Source: an optimization exercise on an open RTL-to-GDS flow (aim: a short achievable clock period and few clock cycles per item). Production flows keep margins and buffers that such runs may drop. The RTL was checked by simulation tests, not by an equivalence proof against the original design. Power and IR drop assume default switching activity.

==> flow/design.v (outline; a module is shown in full before it is edited, if it fits) <==
// module maze_generator: 1576 lines
module maze_generator #(
  parameter logic [15:0] DEFAULT_SEED = 16'hACE1
) (
  input  logic         clk,
  input  logic         resetn,
  input  logic         start,
  input  logic [15:0]  seed,
  output logic [624:0] maze,
  output logic         load,
  output logic         busy
);
  // ...
==> flow/run.sh <==
#!/bin/bash
# synth_recipe.tcl (not shown) runs the flow's synth.tcl, then flattens the netlist and writes it again
# the make line also repeats each setting of config.mk as NAME=value (left out here)
make -C /OpenROAD-flow-scripts/flow DESIGN_CONFIG=/design/flow/config.mk WORK_HOME=/design/flow/orfs CLKGATE_MAP_FILE= SYNTH_SCRIPT=/design/flow/synth_recipe.tcl finish
==> flow/config.mk <==
export PLATFORM = sky130hd
export DESIGN_NAME = maze_generator
export DESIGN_NICKNAME = maze_generator
export VERILOG_FILES = /design/flow/design.v
export SDC_FILE = /design/flow/constraint.sdc
export NUM_CORES = 4
export LEC_CHECK = 0
export CAP_MARGIN = 20
export CORE_MARGIN = 2
export CORE_UTILIZATION = 25
export SETUP_SLACK_MARGIN = 5
export SLEW_MARGIN = 20
==> flow/constraint.sdc <==
create_clock -name core_clock -period 12.0 [get_ports {clk}]
set_input_delay 2.4000 -clock core_clock [delete_from_list [all_inputs] [get_ports {clk}]]
set_output_delay 2.4000 -clock core_clock [all_outputs]
set_load 0.01 [all_outputs]
==> results_tabular.tex, run 1 <==
\begin{tabular}{lr}
\hline
Metric & Value \\
\hline
\multicolumn{2}{l}{\textbf{Placement}} \\
\quad Dpl ws & 3.68 ns \\
\quad Count of buffers from port buffering & 427 \\
\quad Placed Area & 184,000 µm² \\
\multicolumn{2}{l}{\textbf{Yosys}} \\
\quad Asr flop ratio synth & 1.74\% \\
\quad Most frequent cell after synthesis & clkbuf\_1 \\
\quad Combinational family with the most area after synthesis & compound AO/OA/AOI/OAI gates \\
\quad Adder and majority cell fraction of the synthesized area & 0.150\% \\
\quad Part of the Yosys area used for sequential elements & 19.9\% \\
\quad Dominant register cell in the synthesized netlist & dfxtp\_1 \\
\quad Number of flip-flops and latches in the synthesized netlist & 1,549 \\
\quad Average cell area after synthesis & 7.10 µm² \\
\quad Simple-gate area share of the yosys netlist & 13.1\% \\
\multicolumn{2}{l}{\textbf{Die}} \\
\quad Placement row count & 292 \\
\quad Num ports & 646 \\
\quad Die width & 799 µm \\
\multicolumn{2}{l}{\textbf{Status}} \\
\quad Last flow stage reached & global routing \\
\quad Outcome & stopped before the end \\
\quad Tool error message & [ERROR GRT-0116] Global routing finished with congestion. Check the congestion regions in the DRC Viewer. \\
\multicolumn{2}{l}{\textbf{Global routing}} \\
\quad Total GRT Usage & 65.3\% \\
\quad Via count of the first global-routing pass & 270k \\
\quad Maximum number of pins on one net before global-route repair & 204 \\
\multicolumn{2}{l}{\textbf{CTS}} \\
\quad H-tree depth & 4 \\
\quad Setup Buffers After CTS & 20 \\
\quad Buffer type at the clock tree root & clkbuf\_16 \\
\quad Number of gates resized after CTS & 98 \\
\quad CTS Buf Count & 201 \\
\hline
\end{tabular}
Testbench counts, summed over its fixed seeds: cycles 6,929, mazes 48.
==> run 2, diff against run 1 <==
--- a/flow/design.v
+++ b/flow/design.v
@@ -7,33 +7,24 @@
   input  logic [15:0]  seed,
   output logic [624:0] maze,
   output logic         load,
   output logic         busy
 );
   logic [143:0] vis;         
   logic [143:0] vis_q;
   logic [23:0]  P;           
-  logic [3:0]   AP;          
   logic [23:0]  w0;
-  logic [3:0]   aw0;       
   logic [23:0]  w1;
-  logic [3:0]   aw1;       
   logic [23:0]  w2;
-  logic [3:0]   aw2;       
   logic [23:0]  w3;
-  logic [3:0]   aw3;       
   logic [23:0]  w4;
-  logic [3:0]   aw4;       
   logic [23:0]  w5;
-  logic [3:0]   aw5;       
   logic [23:0]  w6;
-  logic [3:0]   aw6;       
   logic [23:0]  w7;
-  logic [3:0]   aw7;       
   logic [7:0]   d0;
   logic [7:0]   d1;
   logic [7:0]   d2;
   logic [7:0]   d3;
   logic [7:0]   d4;
   logic [7:0]   d5;
   logic [7:0]   d6;
   logic [7:0]   d7;
@@ -121,17 +112,20 @@
   logic [7:0]   d89;
   logic [15:0]  lfsr;
   logic [7:0]   cnt;         
   logic         first;       
   logic [143:0] cellbit;     
   logic [143:0] wr;          
   logic [143:0] wd;          
   assign vis = {vis_q[143:1], 1'b1};
-  wire [143:0] u = ~vis;
+  wire [143:0] av0 = {~vis[131], ~vis[130], ~vis[129], ~vis[128], ~vis[127], ~vis[126], ~vis[125], ~vis[124], ~vis[123], ~vis[122], ~vis[121], ~vis[120], ~vis[119], ~vis[118], ~vis[117], ~vis[116], ~vis[115], ~vis[114], ~vis[113], ~vis[112], ~vis[111], ~vis[110], ~vis[109], ~vis[108], ~vis[107], ~vis[106], ~vis[105], ~vis[104], ~vis[103], ~vis[102], ~vis[101], ~vis[100], ~vis[99], ~vis[98], ~vis[97], ~vis[96], ~vis[95], ~vis[94], ~vis[93], ~vis[92], ~vis[91], ~vis[90], ~vis[89], ~vis[88], ~vis[87], ~vis[86], ~vis[85], ~vis[84], ~vis[83], ~vis[82], ~vis[81], ~vis[80], ~vis[79], ~vis[78], ~vis[77], ~vis[76], ~vis[75], ~vis[74], ~vis[73], ~vis[72], ~vis[71], ~vis[70], ~vis[69], ~vis[68], ~vis[67], ~vis[66], ~vis[65], ~vis[64], ~vis[63], ~vis[62], ~vis[61], ~vis[60], ~vis[59], ~vis[58], ~vis[57], ~vis[56], ~vis[55], ~vis[54], ~vis[53], ~vis[52], ~vis[51], ~vis[50], ~vis[49], ~vis[48], ~vis[47], ~vis[46], ~vis[45], ~vis[44], ~vis[43], ~vis[42], ~vis[41], ~vis[40], ~vis[39], ~vis[38], ~vis[37], ~vis[36], ~vis[35], ~vis[34], ~vis[33], ~vis[32], ~vis[31], ~vis[30], ~vis[29], ~vis[28], ~vis[27], ~vis[26], ~vis[25], ~vis[24], ~vis[23], ~vis[22], ~vis[21], ~vis[20], ~vis[19], ~vis[18], ~vis[17], ~vis[16], ~vis[15], ~vis[14], ~vis[13], ~vis[12], ~vis[11], ~vis[10], ~vis[9], ~vis[8], ~vis[7], ~vis[6], ~vis[5], ~vis[4], ~vis[3], ~vis[2], ~vis[1], 1'b0, 1'b0, 1'b0, 1'b0, 1'b0, 1'b0, 1'b0, 1'b0, 1'b0, 1'b0, 1'b0, 1'b0, 1'b0};
+  wire [143:0] av1 = {1'b0, ~vis[143], ~vis[142], ~vis[141], ~vis[140], ~vis[139], ~vis[138], ~vis[137], ~vis[136], ~vis[135], ~vis[134], ~vis[133], 1'b0, ~vis[131], ~vis[130], ~vis[129], ~vis[128], ~vis[127], ~vis[126], ~vis[125], ~vis[124], ~vis[123], ~vis[122], ~vis[121], 1'b0, ~vis[119], ~vis[118], ~vis[117], ~vis[116], ~vis[115], ~vis[114], ~vis[113], ~vis[112], ~vis[111], ~vis[110], ~vis[109], 1'b0, ~vis[107], ~vis[106], ~vis[105], ~vis[104], ~vis[103], ~vis[102], ~vis[101], ~vis[100], ~vis[99], ~vis[98], ~vis[97], 1'b0, ~vis[95], ~vis[94], ~vis[93], ~vis[92], ~vis[91], ~vis[90], ~vis[89], ~vis[88], ~vis[87], ~vis[86], ~vis[85], 1'b0, ~vis[83], ~vis[82], ~vis[81], ~vis[80], ~vis[79], ~vis[78], ~vis[77], ~vis[76], ~vis[75], ~vis[74], ~vis[73], 1'b0, ~vis[71], ~vis[70], ~vis[69], ~vis[68], ~vis[67], ~vis[66], ~vis[65], ~vis[64], ~vis[63], ~vis[62], ~vis[61], 1'b0, ~vis[59], ~vis[58], ~vis[57], ~vis[56], ~vis[55], ~vis[54], ~vis[53], ~vis[52], ~vis[51], ~vis[50], ~vis[49], 1'b0, ~vis[47], ~vis[46], ~vis[45], ~vis[44], ~vis[43], ~vis[42], ~vis[41], ~vis[40], ~vis[39], ~vis[38], ~vis[37], 1'b0, ~vis[35], ~vis[34], ~vis[33], ~vis[32], ~vis[31], ~vis[30], ~vis[29], ~vis[28], ~vis[27], ~vis[26], ~vis[25], 1'b0, ~vis[23], ~vis[22], ~vis[21], ~vis[20], ~vis[19], ~vis[18], ~vis[17], ~vis[16], ~vis[15], ~vis[14], ~vis[13], 1'b0, ~vis[11], ~vis[10], ~vis[9], ~vis[8], ~vis[7], ~vis[6], ~vis[5], ~vis[4], ~vis[3], ~vis[2], ~vis[1]};
+  wire [143:0] av2 = {1'b0, 1'b0, 1'b0, 1'b0, 1'b0, 1'b0, 1'b0, 1'b0, 1'b0, 1'b0, 1'b0, 1'b0, ~vis[143], ~vis[142], ~vis[141], ~vis[140], ~vis[139], ~vis[138], ~vis[137], ~vis[136], ~vis[135], ~vis[134], ~vis[133], ~vis[132], ~vis[131], ~vis[130], ~vis[129], ~vis[128], ~vis[127], ~vis[126], ~vis[125], ~vis[124], ~vis[123], ~vis[122], ~vis[121], ~vis[120], ~vis[119], ~vis[118], ~vis[117], ~vis[116], ~vis[115], ~vis[114], ~vis[113], ~vis[112], ~vis[111], ~vis[110], ~vis[109], ~vis[108], ~vis[107], ~vis[106], ~vis[105], ~vis[104], ~vis[103], ~vis[102], ~vis[101], ~vis[100], ~vis[99], ~vis[98], ~vis[97], ~vis[96], ~vis[95], ~vis[94], ~vis[93], ~vis[92], ~vis[91], ~vis[90], ~vis[89], ~vis[88], ~vis[87], ~vis[86], ~vis[85], ~vis[84], ~vis[83], ~vis[82], ~vis[81], ~vis[80], ~vis[79], ~vis[78], ~vis[77], ~vis[76], ~vis[75], ~vis[74], ~vis[73], ~vis[72], ~vis[71], ~vis[70], ~vis[69], ~vis[68], ~vis[67], ~vis[66], ~vis[65], ~vis[64], ~vis[63], ~vis[62], ~vis[61], ~vis[60], ~vis[59], ~vis[58], ~vis[57], ~vis[56], ~vis[55], ~vis[54], ~vis[53], ~vis[52], ~vis[51], ~vis[50], ~vis[49], ~vis[48], ~vis[47], ~vis[46], ~vis[45], ~vis[44], ~vis[43], ~vis[42], ~vis[41], ~vis[40], ~vis[39], ~vis[38], ~vis[37], ~vis[36], ~vis[35], ~vis[34], ~vis[33], ~vis[32], ~vis[31], ~vis[30], ~vis[29], ~vis[28], ~vis[27], ~vis[26], ~vis[25], ~vis[24], ~vis[23], ~vis[22], ~vis[21], ~vis[20], ~vis[19], ~vis[18], ~vis[17], ~vis[16], ~vis[15], ~vis[14], ~vis[13], ~vis[12]};
+  wire [143:0] av3 = {~vis[142], ~vis[141], ~vis[140], ~vis[139], ~vis[138], ~vis[137], ~vis[136], ~vis[135], ~vis[134], ~vis[133], ~vis[132], 1'b0, ~vis[130], ~vis[129], ~vis[128], ~vis[127], ~vis[126], ~vis[125], ~vis[124], ~vis[123], ~vis[122], ~vis[121], ~vis[120], 1'b0, ~vis[118], ~vis[117], ~vis[116], ~vis[115], ~vis[114], ~vis[113], ~vis[112], ~vis[111], ~vis[110], ~vis[109], ~vis[108], 1'b0, ~vis[106], ~vis[105], ~vis[104], ~vis[103], ~vis[102], ~vis[101], ~vis[100], ~vis[99], ~vis[98], ~vis[97], ~vis[96], 1'b0, ~vis[94], ~vis[93], ~vis[92], ~vis[91], ~vis[90], ~vis[89], ~vis[88], ~vis[87], ~vis[86], ~vis[85], ~vis[84], 1'b0, ~vis[82], ~vis[81], ~vis[80], ~vis[79], ~vis[78], ~vis[77], ~vis[76], ~vis[75], ~vis[74], ~vis[73], ~vis[72], 1'b0, ~vis[70], ~vis[69], ~vis[68], ~vis[67], ~vis[66], ~vis[65], ~vis[64], ~vis[63], ~vis[62], ~vis[61], ~vis[60], 1'b0, ~vis[58], ~vis[57], ~vis[56], ~vis[55], ~vis[54], ~vis[53], ~vis[52], ~vis[51], ~vis[50], ~vis[49], ~vis[48], 1'b0, ~vis[46], ~vis[45], ~vis[44], ~vis[43], ~vis[42], ~vis[41], ~vis[40], ~vis[39], ~vis[38], ~vis[37], ~vis[36], 1'b0, ~vis[34], ~vis[33], ~vis[32], ~vis[31], ~vis[30], ~vis[29], ~vis[28], ~vis[27], ~vis[26], ~vis[25], ~vis[24], 1'b0, ~vis[22], ~vis[21], ~vis[20], ~vis[19], ~vis[18], ~vis[17], ~vis[16], ~vis[15], ~vis[14], ~vis[13], ~vis[12], 1'b0, ~vis[10], ~vis[9], ~vis[8], ~vis[7], ~vis[6], ~vis[5], ~vis[4], ~vis[3], ~vis[2], ~vis[1], 1'b0, 1'b0};
   wire [11:0] x0 = P[11:0];
   wire [11:0] y0 = P[23:12];
   wire [11:0] x1 = w0[11:0];
   wire [11:0] y1 = w0[23:12];
   wire [11:0] x2 = w1[11:0];
   wire [11:0] y2 = w1[23:12];
   wire [11:0] x3 = w2[11:0];
   wire [11:0] y3 = w2[23:12];
@@ -145,88 +139,25 @@
   wire [11:0] y7 = w6[23:12];
   wire [11:0] x8 = w7[11:0];
   wire [11:0] y8 = w7[23:12];
   function automatic logic look(input logic [143:0] a, input logic [11:0] x, input logic [11:0] y);
     logic [11:0] row;
     for (int r = 0; r < 12; r++) row[r] = |(a[r*12 +: 12] & x);
     look = |(row & y);
   endfunction
-  wire [11:0] xp = x0, yp = y0;
-  wire [3:0] a0 = AP;
-  wire [3:0] adj1 = {|({1'b0, x1[11:1]} & xp) & |(y1 & yp), |(x1 & xp) & |({y1[10:0], 1'b0} & yp), |({x1[10:0], 1'b0} & xp) & |(y1 & yp), |(x1 & xp) & |({1'b0, y1[11:1]} & yp)};
-  wire [3:0] a1 = aw0 & ~adj1;
-  wire [3:0] adj2 = {|({1'b0, x2[11:1]} & xp) & |(y2 & yp), |(x2 & xp) & |({y2[10:0], 1'b0} & yp), |({x2[10:0], 1'b0} & xp) & |(y2 & yp), |(x2 & xp) & |({1'b0, y2[11:1]} & yp)};
-  wire [3:0] a2 = aw1 & ~adj2;
-  wire [3:0] adj3 = {|({1'b0, x3[11:1]} & xp) & |(y3 & yp), |(x3 & xp) & |({y3[10:0], 1'b0} & yp), |({x3[10:0], 1'b0} & xp) & |(y3 & yp), |(x3 & xp) & |({1'b0, y3[11:1]} & yp)};
-  wire [3:0] a3 = aw2 & ~adj3;
-  wire [3:0] adj4 = {|({1'b0, x4[11:1]} & xp) & |(y4 & yp), |(x4 & xp) & |({y4[10:0], 1'b0} & yp), |({x4[10:0], 1'b0} & xp) & |(y4 & yp), |(x4 & xp) & |({1'b0, y4[11:1]} & yp)};
-  wire [3:0] a4 = aw3 & ~adj4;
-  wire [3:0] adj5 = {|({1'b0, x5[11:1]} & xp) & |(y5 & yp), |(x5 & xp) & |({y5[10:0], 1'b0} & yp), |({x5[10:0], 1'b0} & xp) & |(y5 & yp), |(x5 & xp) & |({1'b0, y5[11:1]} & yp)};
-  wire [3:0] a5 = aw4 & ~adj5;
-  wire [3:0] adj6 = {|({1'b0, x6[11:1]} & xp) & |(y6 & yp), |(x6 & xp) & |({y6[10:0], 1'b0} & yp), |({x6[10:0], 1'b0} & xp) & |(y6 & yp), |(x6 & xp) & |({1'b0, y6[11:1]} & yp)};
-  wire [3:0] a6 = aw5 & ~adj6;
-  wire [3:0] adj7 = {|({1'b0, x7[11:1]} & xp) & |(y7 & yp), |(x7 & xp) & |({y7[10:0], 1'b0} & yp), |({x7[10:0], 1'b0} & xp) & |(y7 & yp), |(x7 & xp) & |({1'b0, y7[11:1]} & yp)};
-  wire [3:0] a7 = aw6 & ~adj7;
-  wire [3:0] adj8 = {|({1'b0, x8[11:1]} & xp) & |(y8 & yp), |(x8 & xp) & |({y8[10:0], 1'b0} & yp), |({x8[10:0], 1'b0} & xp) & |(y8 & yp), |(x8 & xp) & |({1'b0, y8[11:1]} & yp)};
-  wire [3:0] a8 = aw7 & ~adj8;
-  wire t0_nn = look(u, x0, {2'b0, y0[11:2]}), t0_ee = look(u, {x0[9:0], 2'b0}, y0), t0_ss = look(u, x0, {y0[9:0], 2'b0}), t0_ww = look(u, {2'b0, x0[11:2]}, y0);
-  wire t0_ne = look(u, {x0[10:0], 1'b0}, {1'b0, y0[11:1]}), t0_se = look(u, {x0[10:0], 1'b0}, {y0[10:0], 1'b0}), t0_sw = look(u, {1'b0, x0[11:1]}, {y0[10:0], 1'b0}), t0_nw = look(u, {1'b0, x0[11:1]}, {1'b0, y0[11:1]});
-  wire [3:0] q0_0 = {t0_nw, 1'b0, t0_ne, t0_nn};    
-  wire [3:0] q0_1 = {1'b0, t0_se, t0_ee, t0_ne};    
-  wire [3:0] q0_2 = {t0_sw, t0_ss, t0_se, 1'b0};    
-  wire [3:0] q0_3 = {t0_ww, t0_sw, 1'b0, t0_nw};    
-  wire t1_nn = look(u, x1, {2'b0, y1[11:2]}), t1_ee = look(u, {x1[9:0], 2'b0}, y1), t1_ss = look(u, x1, {y1[9:0], 2'b0}), t1_ww = look(u, {2'b0, x1[11:2]}, y1);
-  wire t1_ne = look(u, {x1[10:0], 1'b0}, {1'b0, y1[11:1]}), t1_se = look(u, {x1[10:0], 1'b0}, {y1[10:0], 1'b0}), t1_sw = look(u, {1'b0, x1[11:1]}, {y1[10:0], 1'b0}), t1_nw = look(u, {1'b0, x1[11:1]}, {1'b0, y1[11:1]});
-  wire [3:0] q1_0 = {t1_nw, 1'b0, t1_ne, t1_nn};    
-  wire [3:0] q1_1 = {1'b0, t1_se, t1_ee, t1_ne};    
-  wire [3:0] q1_2 = {t1_sw, t1_ss, t1_se, 1'b0};    
-  wire [3:0] q1_3 = {t1_ww, t1_sw, 1'b0, t1_nw};    
-  wire t2_nn = look(u, x2, {2'b0, y2[11:2]}), t2_ee = look(u, {x2[9:0], 2'b0}, y2), t2_ss = look(u, x2, {y2[9:0], 2'b0}), t2_ww = look(u, {2'b0, x2[11:2]}, y2);
-  wire t2_ne = look(u, {x2[10:0], 1'b0}, {1'b0, y2[11:1]}), t2_se = look(u, {x2[10:0], 1'b0}, {y2[10:0], 1'b0}), t2_sw = look(u, {1'b0, x2[11:1]}, {y2[10:0], 1'b0}), t2_nw = look(u, {1'b0, x2[11:1]}, {1'b0, y2[11:1]});
-  wire [3:0] q2_0 = {t2_nw, 1'b0, t2_ne, t2_nn};    
-  wire [3:0] q2_1 = {1'b0, t2_se, t2_ee, t2_ne};    
-  wire [3:0] q2_2 = {t2_sw, t2_ss, t2_se, 1'b0};    
-  wire [3:0] q2_3 = {t2_ww, t2_sw, 1'b0, t2_nw};    
-  wire t3_nn = look(u, x3, {2'b0, y3[11:2]}), t3_ee = look(u, {x3[9:0], 2'b0}, y3), t3_ss = look(u, x3, {y3[9:0], 2'b0}), t3_ww = look(u, {2'b0, x3[11:2]}, y3);
-  wire t3_ne = look(u, {x3[10:0], 1'b0}, {1'b0, y3[11:1]}), t3_se = look(u, {x3[10:0], 1'b0}, {y3[10:0], 1'b0}), t3_sw = look(u, {1'b0, x3[11:1]}, {y3[10:0], 1'b0}), t3_nw = look(u, {1'b0, x3[11:1]}, {1'b0, y3[11:1]});
-  wire [3:0] q3_0 = {t3_nw, 1'b0, t3_ne, t3_nn};    
-  wire [3:0] q3_1 = {1'b0, t3_se, t3_ee, t3_ne};    
-  wire [3:0] q3_2 = {t3_sw, t3_ss, t3_se, 1'b0};    
-  wire [3:0] q3_3 = {t3_ww, t3_sw, 1'b0, t3_nw};    
-  wire t4_nn = look(u, x4, {2'b0, y4[11:2]}), t4_ee = look(u, {x4[9:0], 2'b0}, y4), t4_ss = look(u, x4, {y4[9:0], 2'b0}), t4_ww = look(u, {2'b0, x4[11:2]}, y4);
-  wire t4_ne = look(u, {x4[10:0], 1'b0}, {1'b0, y4[11:1]}), t4_se = look(u, {x4[10:0], 1'b0}, {y4[10:0], 1'b0}), t4_sw = look(u, {1'b0, x4[11:1]}, {y4[10:0], 1'b0}), t4_nw = look(u, {1'b0, x4[11:1]}, {1'b0, y4[11:1]});
-  wire [3:0] q4_0 = {t4_nw, 1'b0, t4_ne, t4_nn};    
-  wire [3:0] q4_1 = {1'b0, t4_se, t4_ee, t4_ne};    
-  wire [3:0] q4_2 = {t4_sw, t4_ss, t4_se, 1'b0};    
-  wire [3:0] q4_3 = {t4_ww, t4_sw, 1'b0, t4_nw};    
-  wire t5_nn = look(u, x5, {2'b0, y5[11:2]}), t5_ee = look(u, {x5[9:0], 2'b0}, y5), t5_ss = look(u, x5, {y5[9:0], 2'b0}), t5_ww = look(u, {2'b0, x5[11:2]}, y5);
-  wire t5_ne = look(u, {x5[10:0], 1'b0}, {1'b0, y5[11:1]}), t5_se = look(u, {x5[10:0], 1'b0}, {y5[10:0], 1'b0}), t5_sw = look(u, {1'b0, x5[11:1]}, {y5[10:0], 1'b0}), t5_nw = look(u, {1'b0, x5[11:1]}, {1'b0, y5[11:1]});
-  wire [3:0] q5_0 = {t5_nw, 1'b0, t5_ne, t5_nn};    
-  wire [3:0] q5_1 = {1'b0, t5_se, t5_ee, t5_ne};    
-  wire [3:0] q5_2 = {t5_sw, t5_ss, t5_se, 1'b0};    
-  wire [3:0] q5_3 = {t5_ww, t5_sw, 1'b0, t5_nw};    
-  wire t6_nn = look(u, x6, {2'b0, y6[11:2]}), t6_ee = look(u, {x6[9:0], 2'b0}, y6), t6_ss = look(u, x6, {y6[9:0], 2'b0}), t6_ww = look(u, {2'b0, x6[11:2]}, y6);
-  wire t6_ne = look(u, {x6[10:0], 1'b0}, {1'b0, y6[11:1]}), t6_se = look(u, {x6[10:0], 1'b0}, {y6[10:0], 1'b0}), t6_sw = look(u, {1'b0, x6[11:1]}, {y6[10:0], 1'b0}), t6_nw = look(u, {1'b0, x6[11:1]}, {1'b0, y6[11:1]});
-  wire [3:0] q6_0 = {t6_nw, 1'b0, t6_ne, t6_nn};    
-  wire [3:0] q6_1 = {1'b0, t6_se, t6_ee, t6_ne};    
-  wire [3:0] q6_2 = {t6_sw, t6_ss, t6_se, 1'b0};    
-  wire [3:0] q6_3 = {t6_ww, t6_sw, 1'b0, t6_nw};    
-  wire t7_nn = look(u, x7, {2'b0, y7[11:2]}), t7_ee = look(u, {x7[9:0], 2'b0}, y7), t7_ss = look(u, x7, {y7[9:0], 2'b0}), t7_ww = look(u, {2'b0, x7[11:2]}, y7);
-  wire t7_ne = look(u, {x7[10:0], 1'b0}, {1'b0, y7[11:1]}), t7_se = look(u, {x7[10:0], 1'b0}, {y7[10:0], 1'b0}), t7_sw = look(u, {1'b0, x7[11:1]}, {y7[10:0], 1'b0}), t7_nw = look(u, {1'b0, x7[11:1]}, {1'b0, y7[11:1]});
-  wire [3:0] q7_0 = {t7_nw, 1'b0, t7_ne, t7_nn};    
-  wire [3:0] q7_1 = {1'b0, t7_se, t7_ee, t7_ne};    
-  wire [3:0] q7_2 = {t7_sw, t7_ss, t7_se, 1'b0};    
-  wire [3:0] q7_3 = {t7_ww, t7_sw, 1'b0, t7_nw};    
-  wire t8_nn = look(u, x8, {2'b0, y8[11:2]}), t8_ee = look(u, {x8[9:0], 2'b0}, y8), t8_ss = look(u, x8, {y8[9:0], 2'b0}), t8_ww = look(u, {2'b0, x8[11:2]}, y8);
-  wire t8_ne = look(u, {x8[10:0], 1'b0}, {1'b0, y8[11:1]}), t8_se = look(u, {x8[10:0], 1'b0}, {y8[10:0], 1'b0}), t8_sw = look(u, {1'b0, x8[11:1]}, {y8[10:0], 1'b0}), t8_nw = look(u, {1'b0, x8[11:1]}, {1'b0, y8[11:1]});
-  wire [3:0] q8_0 = {t8_nw, 1'b0, t8_ne, t8_nn};    
-  wire [3:0] q8_1 = {1'b0, t8_se, t8_ee, t8_ne};    
-  wire [3:0] q8_2 = {t8_sw, t8_ss, t8_se, 1'b0};    
-  wire [3:0] q8_3 = {t8_ww, t8_sw, 1'b0, t8_nw};    
+  wire [3:0] a0 = {look(av3, x0, y0), look(av2, x0, y0), look(av1, x0, y0), look(av0, x0, y0)};
+  wire [3:0] a1 = {look(av3, x1, y1), look(av2, x1, y1), look(av1, x1, y1), look(av0, x1, y1)};
+  wire [3:0] a2 = {look(av3, x2, y2), look(av2, x2, y2), look(av1, x2, y2), look(av0, x2, y2)};
+  wire [3:0] a3 = {look(av3, x3, y3), look(av2, x3, y3), look(av1, x3, y3), look(av0, x3, y3)};
+  wire [3:0] a4 = {look(av3, x4, y4), look(av2, x4, y4), look(av1, x4, y4), look(av0, x4, y4)};
+  wire [3:0] a5 = {look(av3, x5, y5), look(av2, x5, y5), look(av1, x5, y5), look(av0, x5, y5)};
+  wire [3:0] a6 = {look(av3, x6, y6), look(av2, x6, y6), look(av1, x6, y6), look(av0, x6, y6)};
+  wire [3:0] a7 = {look(av3, x7, y7), look(av2, x7, y7), look(av1, x7, y7), look(av0, x7, y7)};
+  wire [3:0] a8 = {look(av3, x8, y8), look(av2, x8, y8), look(av1, x8, y8), look(av0, x8, y8)};
   wire [8:0] alive = {|a8, |a7, |a6, |a5, |a4, |a3, |a2, |a1, |a0};
   wire [8:0] sel;         
   assign sel[0] = alive[0];
   assign sel[1] = alive[1] & ~|alive[0:0];
   assign sel[2] = alive[2] & ~|alive[1:0];
   assign sel[3] = alive[3] & ~|alive[2:0];
   assign sel[4] = alive[4] & ~|alive[3:0];
   assign sel[5] = alive[5] & ~|alive[4:0];
@@ -308,90 +239,30 @@
       ({12{g7[2]}} & y7) | ({12{g7[0]}} & {1'b0, y7[11:1]}) |
       ({12{g8[2]}} & y8) | ({12{g8[0]}} & {1'b0, y8[11:1]});
   wire [143:0] N, R, Dn;
   for (genvar c = 0; c < 144; c++) begin : g_cell
     assign N[c]  = NY[c / 12] & NX[c % 12];
     assign R[c]  = RY[c / 12] & RX[c % 12];
     assign Dn[c] = DY[c / 12] & DX[c % 12];
   end
-  wire [3:0] nAP = ({4{g0[0]}} & q0_0) |
-      ({4{g0[1]}} & q0_1) |
-      ({4{g0[2]}} & q0_2) |
-      ({4{g0[3]}} & q0_3) |
-      ({4{g1[0]}} & q1_0) |
-      ({4{g1[1]}} & q1_1) |
-      ({4{g1[2]}} & q1_2) |
-      ({4{g1[3]}} & q1_3) |
-      ({4{g2[0]}} & q2_0) |
-      ({4{g2[1]}} & q2_1) |
-      ({4{g2[2]}} & q2_2) |
-      ({4{g2[3]}} & q2_3) |
-      ({4{g3[0]}} & q3_0) |
-      ({4{g3[1]}} & q3_1) |
-      ({4{g3[2]}} & q3_2) |
-      ({4{g3[3]}} & q3_3) |
-      ({4{g4[0]}} & q4_0) |
-      ({4{g4[1]}} & q4_1) |
-      ({4{g4[2]}} & q4_2) |
-      ({4{g4[3]}} & q4_3) |
-      ({4{g5[0]}} & q5_0) |
-      ({4{g5[1]}} & q5_1) |
-      ({4{g5[2]}} & q5_2) |
-      ({4{g5[3]}} & q5_3) |
-      ({4{g6[0]}} & q6_0) |
-      ({4{g6[1]}} & q6_1) |
-      ({4{g6[2]}} & q6_2) |
-      ({4{g6[3]}} & q6_3) |
-      ({4{g7[0]}} & q7_0) |
-      ({4{g7[1]}} & q7_1) |
-      ({4{g7[2]}} & q7_2) |
-      ({4{g7[3]}} & q7_3) |
-      ({4{g8[0]}} & q8_0) |
-      ({4{g8[1]}} & q8_1) |
-      ({4{g8[2]}} & q8_2) |
-      ({4{g8[3]}} & q8_3);
   function automatic logic [23:0] dec(input logic [7:0] v);
     dec = 24'd0;
     for (int i = 0; i < 12; i++) begin
       dec[i]      = (v[3:0] == 4'(i));
       dec[12 + i] = (v[7:4] == 4'(i));
     end
   endfunction
   function automatic logic [7:0] enc(input logic [23:0] v);
     enc = (v[23:12] == 12'd0) ? 8'hFF : 8'h00;
     for (int i = 0; i < 12; i++) begin
       if (v[i])      enc = enc | {4'd0, 4'(i)};
       if (v[12 + i]) enc = enc | {4'(i), 4'd0};
     end
   endfunction
-  wire [23:0] dd0 = dec(d0);
-  wire [11:0] dx0 = dd0[11:0], dy0 = dd0[23:12];
-  wire [3:0] ad0 = {look(u, {1'b0, dx0[11:1]}, dy0), look(u, dx0, {dy0[10:0], 1'b0}), look(u, {dx0[10:0], 1'b0}, dy0), look(u, dx0, {1'b0, dy0[11:1]})};
-  wire [23:0] dd1 = dec(d1);
-  wire [11:0] dx1 = dd1[11:0], dy1 = dd1[23:12];
-  wire [3:0] ad1 = {look(u, {1'b0, dx1[11:1]}, dy1), look(u, dx1, {dy1[10:0], 1'b0}), look(u, {dx1[10:0], 1'b0}, dy1), look(u, dx1, {1'b0, dy1[11:1]})};
-  wire [23:0] dd2 = dec(d2);
-  wire [11:0] dx2 = dd2[11:0], dy2 = dd2[23:12];
-  wire [3:0] ad2 = {look(u, {1'b0, dx2[11:1]}, dy2), look(u, dx2, {dy2[10:0], 1'b0}), look(u, {dx2[10:0], 1'b0}, dy2), look(u, dx2, {1'b0, dy2[11:1]})};
-  wire [23:0] dd3 = dec(d3);
-  wire [11:0] dx3 = dd3[11:0], dy3 = dd3[23:12];
-  wire [3:0] ad3 = {look(u, {1'b0, dx3[11:1]}, dy3), look(u, dx3, {dy3[10:0], 1'b0}), look(u, {dx3[10:0], 1'b0}, dy3), look(u, dx3, {1'b0, dy3[11:1]})};
-  wire [23:0] dd4 = dec(d4);
-  wire [11:0] dx4 = dd4[11:0], dy4 = dd4[23:12];
-  wire [3:0] ad4 = {look(u, {1'b0, dx4[11:1]}, dy4), look(u, dx4, {dy4[10:0], 1'b0}), look(u, {dx4[10:0], 1'b0}, dy4), look(u, dx4, {1'b0, dy4[11:1]})};
-  wire [23:0] dd5 = dec(d5);
-  wire [11:0] dx5 = dd5[11:0], dy5 = dd5[23:12];
-  wire [3:0] ad5 = {look(u, {1'b0, dx5[11:1]}, dy5), look(u, dx5, {dy5[10:0], 1'b0}), look(u, {dx5[10:0], 1'b0}, dy5), look(u, dx5, {1'b0, dy5[11:1]})};
-  wire [23:0] dd6 = dec(d6);
-  wire [11:0] dx6 = dd6[11:0], dy6 = dd6[23:12];
-  wire [3:0] ad6 = {look(u, {1'b0, dx6[11:1]}, dy6), look(u, dx6, {dy6[10:0], 1'b0}), look(u, {dx6[10:0], 1'b0}, dy6), look(u, dx6, {1'b0, dy6[11:1]})};
-  wire [23:0] dd7 = dec(d7);
-  wire [11:0] dx7 = dd7[11:0], dy7 = dd7[23:12];
-  wire [3:0] ad7 = {look(u, {1'b0, dx7[11:1]}, dy7), look(u, dx7, {dy7[10:0], 1'b0}), look(u, {dx7[10:0], 1'b0}, dy7), look(u, dx7, {1'b0, dy7[11:1]})};
   wire [9:0] kb0 = 10'd1;
   wire [1:0] oc0_1 = {alive[0], ~alive[0]};
   wire [9:0] kb1 = 10'(oc0_1);
   wire [1:0] oc1_2 = {alive[1], ~alive[1]};
   wire [2:0] oc0_2 = {(oc0_1[1] & oc1_2[1]), (oc0_1[0] & oc1_2[1] | oc0_1[1] & oc1_2[0]), (oc0_1[0] & oc1_2[0])};
   wire [9:0] kb2 = 10'(oc0_2);
   wire [1:0] oc2_3 = {alive[2], ~alive[2]};
   wire [2:0] oc1_3 = {(oc1_2[1] & oc2_3[1]), (oc1_2[0] & oc2_3[1] | oc1_2[1] & oc2_3[0]), (oc1_2[0] & oc2_3[0])};
@@ -432,167 +303,87 @@
       ({24{alive[1] & kb1[0]}} & w0) |
       ({24{alive[2] & kb2[0]}} & w1) |
       ({24{alive[3] & kb3[0]}} & w2) |
       ({24{alive[4] & kb4[0]}} & w3) |
       ({24{alive[5] & kb5[0]}} & w4) |
       ({24{alive[6] & kb6[0]}} & w5) |
       ({24{alive[7] & kb7[0]}} & w6) |
       ({24{alive[8] & kb8[0]}} & w7) |
-      ({24{hp[0]}} & dd0);
-  wire [3:0] aw0_n = ({4{alive[0] & kb0[0]}} & a0) |
-      ({4{alive[1] & kb1[0]}} & a1) |
-      ({4{alive[2] & kb2[0]}} & a2) |
-      ({4{alive[3] & kb3[0]}} & a3) |
-      ({4{alive[4] & kb4[0]}} & a4) |
-      ({4{alive[5] & kb5[0]}} & a5) |
-      ({4{alive[6] & kb6[0]}} & a6) |
-      ({4{alive[7] & kb7[0]}} & a7) |
-      ({4{alive[8] & kb8[0]}} & a8) |
-      ({4{hp[0]}} & ad0);
+      ({24{hp[0]}} & dec(d0));
   wire [23:0] w1_n = ({24{alive[1] & kb1[1]}} & w0) |
       ({24{alive[2] & kb2[1]}} & w1) |
       ({24{alive[3] & kb3[1]}} & w2) |
       ({24{alive[4] & kb4[1]}} & w3) |
       ({24{alive[5] & kb5[1]}} & w4) |
       ({24{alive[6] & kb6[1]}} & w5) |
       ({24{alive[7] & kb7[1]}} & w6) |
       ({24{alive[8] & kb8[1]}} & w7) |
-      ({24{hp[0]}} & dd1) |
-      ({24{hp[1]}} & dd0);
-  wire [3:0] aw1_n = ({4{alive[1] & kb1[1]}} & a1) |
-      ({4{alive[2] & kb2[1]}} & a2) |
-      ({4{alive[3] & kb3[1]}} & a3) |
-      ({4{alive[4] & kb4[1]}} & a4) |
-      ({4{alive[5] & kb5[1]}} & a5) |
-      ({4{alive[6] & kb6[1]}} & a6) |
-      ({4{alive[7] & kb7[1]}} & a7) |
-      ({4{alive[8] & kb8[1]}} & a8) |
-      ({4{hp[0]}} & ad1) |
-      ({4{hp[1]}} & ad0);
+      ({24{hp[0]}} & dec(d1)) |
+      ({24{hp[1]}} & dec(d0));
   wire [23:0] w2_n = ({24{alive[2] & kb2[2]}} & w1) |
       ({24{alive[3] & kb3[2]}} & w2) |
       ({24{alive[4] & kb4[2]}} & w3) |
       ({24{alive[5] & kb5[2]}} & w4) |
       ({24{alive[6] & kb6[2]}} & w5) |
       ({24{alive[7] & kb7[2]}} & w6) |
       ({24{alive[8] & kb8[2]}} & w7) |
-      ({24{hp[0]}} & dd2) |
-      ({24{hp[1]}} & dd1) |
-      ({24{hp[2]}} & dd0);
-  wire [3:0] aw2_n = ({4{alive[2] & kb2[2]}} & a2) |
-      ({4{alive[3] & kb3[2]}} & a3) |
-      ({4{alive[4] & kb4[2]}} & a4) |
-      ({4{alive[5] & kb5[2]}} & a5) |
-      ({4{alive[6] & kb6[2]}} & a6) |
-      ({4{alive[7] & kb7[2]}} & a7) |
-      ({4{alive[8] & kb8[2]}} & a8) |
-      ({4{hp[0]}} & ad2) |
-      ({4{hp[1]}} & ad1) |
-      ({4{hp[2]}} & ad0);
+      ({24{hp[0]}} & dec(d2)) |
+      ({24{hp[1]}} & dec(d1)) |
+      ({24{hp[2]}} & dec(d0));
   wire [23:0] w3_n = ({24{alive[3] & kb3[3]}} & w2) |
       ({24{alive[4] & kb4[3]}} & w3) |
       ({24{alive[5] & kb5[3]}} & w4) |
       ({24{alive[6] & kb6[3]}} & w5) |
       ({24{alive[7] & kb7[3]}} & w6) |
       ({24{alive[8] & kb8[3]}} & w7) |
-      ({24{hp[0]}} & dd3) |
-      ({24{hp[1]}} & dd2) |
-      ({24{hp[2]}} & dd1) |
-      ({24{hp[3]}} & dd0);
-  wire [3:0] aw3_n = ({4{alive[3] & kb3[3]}} & a3) |
-      ({4{alive[4] & kb4[3]}} & a4) |
-      ({4{alive[5] & kb5[3]}} & a5) |
-      ({4{alive[6] & kb6[3]}} & a6) |
-      ({4{alive[7] & kb7[3]}} & a7) |
-      ({4{alive[8] & kb8[3]}} & a8) |
-      ({4{hp[0]}} & ad3) |
-      ({4{hp[1]}} & ad2) |
-      ({4{hp[2]}} & ad1) |
-      ({4{hp[3]}} & ad0);
+      ({24{hp[0]}} & dec(d3)) |
+      ({24{hp[1]}} & dec(d2)) |
+      ({24{hp[2]}} & dec(d1)) |
+      ({24{hp[3]}} & dec(d0));
   wire [23:0] w4_n = ({24{alive[4] & kb4[4]}} & w3) |
       ({24{alive[5] & kb5[4]}} & w4) |
       ({24{alive[6] & kb6[4]}} & w5) |
       ({24{alive[7] & kb7[4]}} & w6) |
       ({24{alive[8] & kb8[4]}} & w7) |
-      ({24{hp[0]}} & dd4) |
-      ({24{hp[1]}} & dd3) |
-      ({24{hp[2]}} & dd2) |
-      ({24{hp[3]}} & dd1) |
-      ({24{hp[4]}} & dd0);
-  wire [3:0] aw4_n = ({4{alive[4] & kb4[4]}} & a4) |
-      ({4{alive[5] & kb5[4]}} & a5) |
-      ({4{alive[6] & kb6[4]}} & a6) |
-      ({4{alive[7] & kb7[4]}} & a7) |
-      ({4{alive[8] & kb8[4]}} & a8) |
-      ({4{hp[0]}} & ad4) |
-      ({4{hp[1]}} & ad3) |
-      ({4{hp[2]}} & ad2) |
-      ({4{hp[3]}} & ad1) |
-      ({4{hp[4]}} & ad0);
+      ({24{hp[0]}} & dec(d4)) |
+      ({24{hp[1]}} & dec(d3)) |
+      ({24{hp[2]}} & dec(d2)) |
+      ({24{hp[3]}} & dec(d1)) |
+      ({24{hp[4]}} & dec(d0));
   wire [23:0] w5_n = ({24{alive[5] & kb5[5]}} & w4) |
       ({24{alive[6] & kb6[5]}} & w5) |
       ({24{alive[7] & kb7[5]}} & w6) |
       ({24{alive[8] & kb8[5]}} & w7) |
-      ({24{hp[0]}} & dd5) |
-      ({24{hp[1]}} & dd4) |
-      ({24{hp[2]}} & dd3) |
-      ({24{hp[3]}} & dd2) |
-      ({24{hp[4]}} & dd1) |
-      ({24{hp[5]}} & dd0);
-  wire [3:0] aw5_n = ({4{alive[5] & kb5[5]}} & a5) |
-      ({4{alive[6] & kb6[5]}} & a6) |
-      ({4{alive[7] & kb7[5]}} & a7) |
-      ({4{alive[8] & kb8[5]}} & a8) |
-      ({4{hp[0]}} & ad5) |
-      ({4{hp[1]}} & ad4) |
-      ({4{hp[2]}} & ad3) |
-      ({4{hp[3]}} & ad2) |
-      ({4{hp[4]}} & ad1) |
-      ({4{hp[5]}} & ad0);
+      ({24{hp[0]}} & dec(d5)) |
+      ({24{hp[1]}} & dec(d4)) |
+      ({24{hp[2]}} & dec(d3)) |
+      ({24{hp[3]}} & dec(d2)) |
+      ({24{hp[4]}} & dec(d1)) |
+      ({24{hp[5]}} & dec(d0));
   wire [23:0] w6_n = ({24{alive[6] & kb6[6]}} & w5) |
       ({24{alive[7] & kb7[6]}} & w6) |
       ({24{alive[8] & kb8[6]}} & w7) |
-      ({24{hp[0]}} & dd6) |
-      ({24{hp[1]}} & dd5) |
-      ({24{hp[2]}} & dd4) |
-      ({24{hp[3]}} & dd3) |
-      ({24{hp[4]}} & dd2) |
-      ({24{hp[5]}} & dd1) |
-      ({24{hp[6]}} & dd0);
-  wire [3:0] aw6_n = ({4{alive[6] & kb6[6]}} & a6) |
-      ({4{alive[7] & kb7[6]}} & a7) |
-      ({4{alive[8] & kb8[6]}} & a8) |
-      ({4{hp[0]}} & ad6) |
-      ({4{hp[1]}} & ad5) |
-      ({4{hp[2]}} & ad4) |
-      ({4{hp[3]}} & ad3) |
-      ({4{hp[4]}} & ad2) |
-      ({4{hp[5]}} & ad1) |
-      ({4{hp[6]}} & ad0);
+      ({24{hp[0]}} & dec(d6)) |
+      ({24{hp[1]}} & dec(d5)) |
+      ({24{hp[2]}} & dec(d4)) |
+      ({24{hp[3]}} & dec(d3)) |
+      ({24{hp[4]}} & dec(d2)) |
+      ({24{hp[5]}} & dec(d1)) |
+      ({24{hp[6]}} & dec(d0));
   wire [23:0] w7_n = ({24{alive[7] & kb7[7]}} & w6) |
       ({24{alive[8] & kb8[7]}} & w7) |
-      ({24{hp[0]}} & dd7) |
-      ({24{hp[1]}} & dd6) |
-      ({24{hp[2]}} & dd5) |
-      ({24{hp[3]}} & dd4) |
-      ({24{hp[4]}} & dd3) |
-      ({24{hp[5]}} & dd2) |
-      ({24{hp[6]}} & dd1) |
-      ({24{hp[7]}} & dd0);
-  wire [3:0] aw7_n = ({4{alive[7] & kb7[7]}} & a7) |
-      ({4{alive[8] & kb8[7]}} & a8) |
-      ({4{hp[0]}} & ad7) |
-      ({4{hp[1]}} & ad6) |
-      ({4{hp[2]}} & ad5) |
-      ({4{hp[3]}} & ad4) |
-      ({4{hp[4]}} & ad3) |
-      ({4{hp[5]}} & ad2) |
-      ({4{hp[6]}} & ad1) |
-      ({4{hp[7]}} & ad0);
+      ({24{hp[0]}} & dec(d7)) |
+      ({24{hp[1]}} & dec(d6)) |
+      ({24{hp[2]}} & dec(d5)) |
+      ({24{hp[3]}} & dec(d4)) |
+      ({24{hp[4]}} & dec(d3)) |
+      ({24{hp[5]}} & dec(d2)) |
+      ({24{hp[6]}} & dec(d1)) |
+      ({24{hp[7]}} & dec(d0));
   wire [7:0] wlast_enc = enc(w7);
   wire [7:0] d0_n = ({8{hp[0]}} & d8) | ({8{hp[1]}} & d7) | ({8{hp[2]}} & d6) | ({8{hp[3]}} & d5) | ({8{hp[4]}} & d4) | ({8{hp[5]}} & d3) | ({8{hp[6]}} & d2) | ({8{hp[7]}} & d1) | ({8{hp[8]}} & d0) | ({8{hp[9]}} & wlast_enc);
   wire [7:0] d1_n = ({8{hp[0]}} & d9) | ({8{hp[1]}} & d8) | ({8{hp[2]}} & d7) | ({8{hp[3]}} & d6) | ({8{hp[4]}} & d5) | ({8{hp[5]}} & d4) | ({8{hp[6]}} & d3) | ({8{hp[7]}} & d2) | ({8{hp[8]}} & d1) | ({8{hp[9]}} & d0);
   wire [7:0] d2_n = ({8{hp[0]}} & d10) | ({8{hp[1]}} & d9) | ({8{hp[2]}} & d8) | ({8{hp[3]}} & d7) | ({8{hp[4]}} & d6) | ({8{hp[5]}} & d5) | ({8{hp[6]}} & d4) | ({8{hp[7]}} & d3) | ({8{hp[8]}} & d2) | ({8{hp[9]}} & d1);
   wire [7:0] d3_n = ({8{hp[0]}} & d11) | ({8{hp[1]}} & d10) | ({8{hp[2]}} & d9) | ({8{hp[3]}} & d8) | ({8{hp[4]}} & d7) | ({8{hp[5]}} & d6) | ({8{hp[6]}} & d5) | ({8{hp[7]}} & d4) | ({8{hp[8]}} & d3) | ({8{hp[9]}} & d2);
   wire [7:0] d4_n = ({8{hp[0]}} & d12) | ({8{hp[1]}} & d11) | ({8{hp[2]}} & d10) | ({8{hp[3]}} & d9) | ({8{hp[4]}} & d8) | ({8{hp[5]}} & d7) | ({8{hp[6]}} & d6) | ({8{hp[7]}} & d5) | ({8{hp[8]}} & d4) | ({8{hp[9]}} & d3);
   wire [7:0] d5_n = ({8{hp[0]}} & d13) | ({8{hp[1]}} & d12) | ({8{hp[2]}} & d11) | ({8{hp[3]}} & d10) | ({8{hp[4]}} & d9) | ({8{hp[5]}} & d8) | ({8{hp[6]}} & d7) | ({8{hp[7]}} & d6) | ({8{hp[8]}} & d5) | ({8{hp[9]}} & d4);
   wire [7:0] d6_n = ({8{hp[0]}} & d14) | ({8{hp[1]}} & d13) | ({8{hp[2]}} & d12) | ({8{hp[3]}} & d11) | ({8{hp[4]}} & d10) | ({8{hp[5]}} & d9) | ({8{hp[6]}} & d8) | ({8{hp[7]}} & d7) | ({8{hp[8]}} & d6) | ({8{hp[9]}} & d5);
@@ -703,33 +494,24 @@
       end
       cnt <= busy ? cnt + {7'd0, carve} : 8'd1;
     end
   end
   always_ff @(posedge clk) begin
     if (busy) begin
       vis_q <= vis | N;
       if (carve) P <= {NY, NX};
-      AP <= carve ? nAP : 4'b0000;
       w0 <= w0_n;
-      aw0 <= aw0_n;
       w1 <= w1_n;
-      aw1 <= aw1_n;
       w2 <= w2_n;
-      aw2 <= aw2_n;
       w3 <= w3_n;
-      aw3 <= aw3_n;
       w4 <= w4_n;
-      aw4 <= aw4_n;
       w5 <= w5_n;
-      aw5 <= aw5_n;
       w6 <= w6_n;
-      aw6 <= aw6_n;
       w7 <= w7_n;
-      aw7 <= aw7_n;
       d0 <= d0_n;
       d1 <= d1_n;
       d2 <= d2_n;
       d3 <= d3_n;
       d4 <= d4_n;
       d5 <= d5_n;
       d6 <= d6_n;
       d7 <= d7_n;
@@ -815,33 +597,24 @@
       d87 <= d87_n;
       d88 <= d88_n;
       d89 <= d89_n;
     end else begin
       vis_q <= 144'd0;
       vis_q[1]  <= ~first_down;
       vis_q[12] <= first_down;
       P  <= first_down ? {12'd2, 12'd1} : {12'd1, 12'd2};
-      AP <= 4'b0110;    
       w0 <= {12'd1, 12'd1};
-      aw0 <= 4'b0110;   
       w1 <= 24'd0;
-      aw1 <= 4'd0;
       w2 <= 24'd0;
-      aw2 <= 4'd0;
       w3 <= 24'd0;
-      aw3 <= 4'd0;
       w4 <= 24'd0;
-      aw4 <= 4'd0;
       w5 <= 24'd0;
-      aw5 <= 4'd0;
       w6 <= 24'd0;
-      aw6 <= 4'd0;
       w7 <= 24'd0;
-      aw7 <= 4'd0;
       d0 <= 8'hFF;
       d1 <= 8'hFF;
       d2 <= 8'hFF;
       d3 <= 8'hFF;
       d4 <= 8'hFF;
       d5 <= 8'hFF;
       d6 <= 8'hFF;
       d7 <= 8'hFF;
==> flow/config.mk (replaced) <==
export PLATFORM = sky130hd
export DESIGN_NAME = maze_generator
export DESIGN_NICKNAME = maze_generator
export VERILOG_FILES = /design/flow/design.v
export SDC_FILE = /design/flow/constraint.sdc
export NUM_CORES = 4
export LEC_CHECK = 0
export CAP_MARGIN = 20
export CORE_MARGIN = 2
export CORE_UTILIZATION = 25
export PLACE_DENSITY = 0.35
export SETUP_SLACK_MARGIN = 5
export SLEW_MARGIN = 20
==> run 2 against run 1 <==
Compared with the run above: now clean on timing, DRC and antenna; synthesized area is 17% lower; synthesized cell count is 25% lower.
==> results_tabular.tex, run 2 <==
\begin{tabular}{lr}
\hline
Metric & Value \\
\hline
\multicolumn{2}{l}{\textbf{Status}} \\
\quad Outcome & timing/DRC/antenna clean \\
\multicolumn{2}{l}{\textbf{Yosys}} \\
\quad Count of different cell masters after synthesis & 111 \\
\quad Number of standard cells after synthesis & 16.8k \\
\quad Dominant cells by area after synthesis & dfxtp\_1, nand2b\_1, a221o\_1, a22oi\_1, a221oi\_1 \\
\quad Most instantiated cells after synthesis & nand2b\_1, clkbuf\_1, a22oi\_1, dfxtp\_1, a221o\_1 \\
\quad Part of the Yosys area used for sequential elements & 23.4\% (+3.5 points) \\
\quad Number of flops mapped to enable cells by yosys & 24 \\
\quad Most frequent cell after synthesis & nand2b\_1 \\
\quad Cell type contributing the most total cell area after synthesis & dfxtp\_1 \\
\quad Fraction of synthesized cell area taken by the top area cell type & 22.3\% \\
\quad Asr flop ratio synth & 1.78\% (+0.041 points) \\
\quad Average cell area after synthesis & 7.82 µm² (+10\%) \\
\quad Dominant register cell in the synthesized netlist & dfxtp\_1 \\
\quad Number of flip-flops and latches in the synthesized netlist & 1,513 (-2.3\%) \\
\quad Ys Warns & 1 \\
\quad Total standard cell area after synthesis & 131,000 µm² \\
\multicolumn{2}{l}{\textbf{Layout}} \\
\quad Leading cell types in the layout, fill and taps excluded & nand2b\_1, a22oi\_1, a221o\_1, dfxtp\_1, a221oi\_1 \\
\quad Fraction of final layout cells with drive strength greater than 1 & 11.4\% \\
\quad Nets & 15.5k \\
\quad Syn-to-layout area delta & 13.8\% \\
\quad Final standard cell count with taps included and fillers excluded & 22.7k \\
\quad Registers with the most flip-flops & cellbit (143), vis\_q (143) \\
\quad Util after Layout & 28.5\% \\
\quad Most common library cell in the layout ignoring fill and taps & nand2b\_1 \\
\multicolumn{2}{l}{\textbf{Placement}} \\
\quad Final RePlAce weighted congestion & 1.11 \\
\quad Dpl ws & 1.43 ns (-2.25 ns) \\
\quad DP Wirelength & 615,000 µm \\
\quad Count of buffers from port buffering & 427 (unchanged) \\
\quad Placed Instances & 22.1k \\
\multicolumn{2}{l}{\textbf{Critical path}} \\
\quad Most repeated library cell on the critical path & buf\_4 \\
\quad Longest individual stage delay on the worst path & 0.68 ns \\
\quad CP max FO & 31 \\
\quad Cell breakdown of the critical path & buf\_4 > buf\_4 > buf\_4 > nand2b\_1 > o2111ai\_1 > o31ai\_1 > nand4\_1 > or3\_1 > nor4\_4 > buf\_6 > inv\_1 > ha\_1 > mux2\_2 > a221o\_1 > nand2\_1 > nand2\_2 > nor2\_4 > buf\_4 > nor2\_1 > o41a\_1 \\
\quad Endpoint arrival time on the critical path & 8.23 ns \\
\quad CP endpoint kind & flop \\
\quad Worst setup path class & flop to flop \\
\quad Startpoint type of the worst setup path & flop \\
\quad Cell with the largest stage delay on the worst path & or3\_1 \\
\quad CP Data Required Time & 12.83 ns \\
\multicolumn{2}{l}{\textbf{CTS}} \\
\quad Later-pin clock latency in the skew report & 1.03 ns \\
\quad CTS sink cnt & 1,513 \\
\quad CTS Buf Count & 210 (+4.5\%) \\
\quad Buffer type at the clock tree root & clkbuf\_16 \\
\quad H-tree depth & 4 (unchanged) \\
\quad Clock slew at the register clock pins of the worst setup and hold paths & 0.06 ns \\
\quad TritonCTS clock tree & done \\
\quad Hold buffer count at cts & 0 \\
\quad CTS Buffer Depth & 4 \\
\multicolumn{2}{l}{\textbf{Die}} \\
\quad Num ports & 646 (unchanged) \\
\quad Core region area & 524,000 µm² \\
\quad Overall die area & 531,000 µm² \\
\quad Die outline height & 728 µm \\
\quad Initial core utilization & 25.0\% \\
\quad Placement row count & 266 (-8.9\%) \\
\quad Die width & 728 µm (-8.8\%) \\
\multicolumn{2}{l}{\textbf{Timing}} \\
\quad Post-layout min period & 7.39 ns \\
\quad Share of the clock period used by the worst path after layout & 61.6\% \\
\quad Number of setup violations in the final report & 0 \\
\quad Worst-case headroom to the max-slew limit & 6.55\% \\
\quad Tightest Pin Transition & 1.40 ns \\
\quad Endpoints failing hold & 0 \\
\quad Max Clock Freq & 135 MHz \\
\quad Setup tns final & 0 ns \\
\quad Worst clock skew & 0.112 ns \\
\quad Slew Limit Fails & 0 \\
\quad Setup repair after global routing missed its margin & true \\
\quad PnR worst setup slack & 4.61 ns \\
\multicolumn{2}{l}{\textbf{Global routing}} \\
\quad Via count of the first global-routing pass & 148k \\
\quad Maximum number of pins on one net before global-route repair & 186 \\
\quad First-pass GRT wire length & 1,340,000 µm \\
\quad Sum of overflow across all layers after global routing & 0 \\
\quad Total GRT Usage & 34.9\% \\
\quad Initial antenna violation count & 161 \\
\multicolumn{2}{l}{\textbf{Hold path}} \\
\quad Worst min path class & flop to flop \\
\multicolumn{2}{l}{\textbf{Drt}} \\
\quad Number of remaining DRC errors & 0 \\
\quad Total number of vias & 161k \\
\quad Final routed wirelength across all metal layers & 985,000 µm \\
\quad First-pass iteration count of the detailed router & 12 \\
\quad Number of antenna-violating nets in the routed design & 0 \\
\quad Violation count after the first detailed-routing iteration & 27.3k \\
\quad Via count normalized by instance count & 7.10 \\
\quad Routed wire length per instance & 43.4 µm \\
\multicolumn{2}{l}{\textbf{Job}} \\
\quad Total of max-cap violations & 0 \\
\multicolumn{2}{l}{\textbf{Power and ir drop}} \\
\quad Leakage Power & 49.4 nW \\
\quad Highest ir drop seen on vdd & 123 µV \\
\quad Areal power density over the cells & 79.4 nW/µm² \\
\hline
\end{tabular}
[run 2: metal layers]
| layer | track usage [%] | vias up | routed length [µm] |
|---|---|---|---|
| met5 | 0.163 | - | 312 |
| met4 | 24.0 | 32 | 83400 |
| met3 | 11.5 | 3178 | 115000 |
| met2 | 49.6 | 12700 | 402000 |
| met1 | 44.3 | 81800 | 385000 |
| li1 | - | 63600 | - |
[run 2: critical path: cells and delay by family, from the launching register on]
family | cells | cell delay (ns)
muxes | 1 | 0.39
buffers and inverters | 6 | 1.40
DFF | 1 | 0.31
AOI/OAI and AO/OA | 4 | 1.76
adders and majority gates | 1 | 0.34
and+or+nand+nor | 8 | 2.91
[run 2: through the flow]
| stage | instance area, µm² | power [W] | hold slack, ns |
|---|---|---|---|
| floorplan | 132000 | 0.00523 | 0.450 |
| global placement | 139000 | 0.00519 | 0.437 |
| detailed placement | 139000 | 0.00519 | 0.442 |
| CTS | 148000 | 0.0120 | 0.456 |
| global route | 149000 | 0.0122 | 0.470 |
| finish | 149000 | 0.0119 | 0.451 |
[run 2: cell families (layout without fill, tap and decap cells)]
group,count (synthesis),after routing,synth area share (%)
compound gates,7045,7045,44.6
xor+xnor,12,12,0.0801
fa+ha+maj,19,19,0.181
buf+inv,3333,1965,11.1
flops,1513,1513,23.4
mux,7,7,0.0601
other cells,2,321,0.00572
simple gates,4845,4853,20.6
[run 2: worst paths after layout]
kind / from / endpoint / slack, ns / cells past startpoint
hold reg to reg: cellbit[37] / cellbit[37] / 0.45 / 1
setup / recovery: w7[6] / w7[3] / 4.61 / 20
min in group asynchronous: resetn / lfsr[9] / 1.89 / 2
max in group asynchronous: resetn / cnt[0] / 9.78 / 2
hold / removal: cellbit[37] / cellbit[37] / 0.45 / 1
setup reg to reg: w7[6] / w7[3] / 4.61 / 20
[run 2: timing repair]
action | CTS | global route
gates resized for setup | 195 | 165
pin swaps | 26 | 18
endpoints found under the setup margin | 1510 | 1227
endpoints found under the hold margin | 0 | 0
cloned | 15 | 8
setup buffers | 62 | 22
[run 2: cell type report]
| type | instances | area [µm²] |
|---|---|---|
| diodes | 103 | 258 |
| clock buffers | 313 | 6240 |
| clock inverters | 72 | 940 |
| fillers | 56100 | 374000 |
| inverters | 213 | 930 |
| multi-input cells | 12200 | 88500 |
| flip-flops and latches | 1513 | 30900 |
| well taps | 6968 | 8720 |
| repair buffers | 1366 | 12900 |
| repair inverters | 1 | 7.51 |
[run 2: power breakdown]
part	leakage, nW	switching (W)	internal, W
combinational	33.3	0.0000367	0.00000653
sequential	12.6	0	0.00503
clock	3.53	0.00290	0.00389
Testbench counts of run 2, summed over its fixed seeds: cycles 6,929, mazes 48.

separate check: timing with driven ports:
No port has a modelled driver above. Below, the same layout with a new extraction and two added sets of constraints.
Step 1, drivers: a clkbuf_16 drives clk and a buf_2 each remaining input, both assumed.
Step 2 also shifts input and output timing later by t, the mid clock arrival at the registers, as if the neighbouring blocks saw the same clock.
Three values: no drivers, after step 1, after step 2; two values: the first two.
run: run 2
t (ns): 1.094
slack for setup (ns): 4.609 / 4.609 / 4.609
hold slack, ns: 0.451 / 0.451 / 0.451
latest minus earliest clock arrival (ns): 0.114 / 0.114
worst slew at a driven data input, ns: 0.05
After both steps setup and hold are still met in run 2. The setup slack of run 2 moves by 0.000 ns with the drivers and by 0.000 ns with both steps.
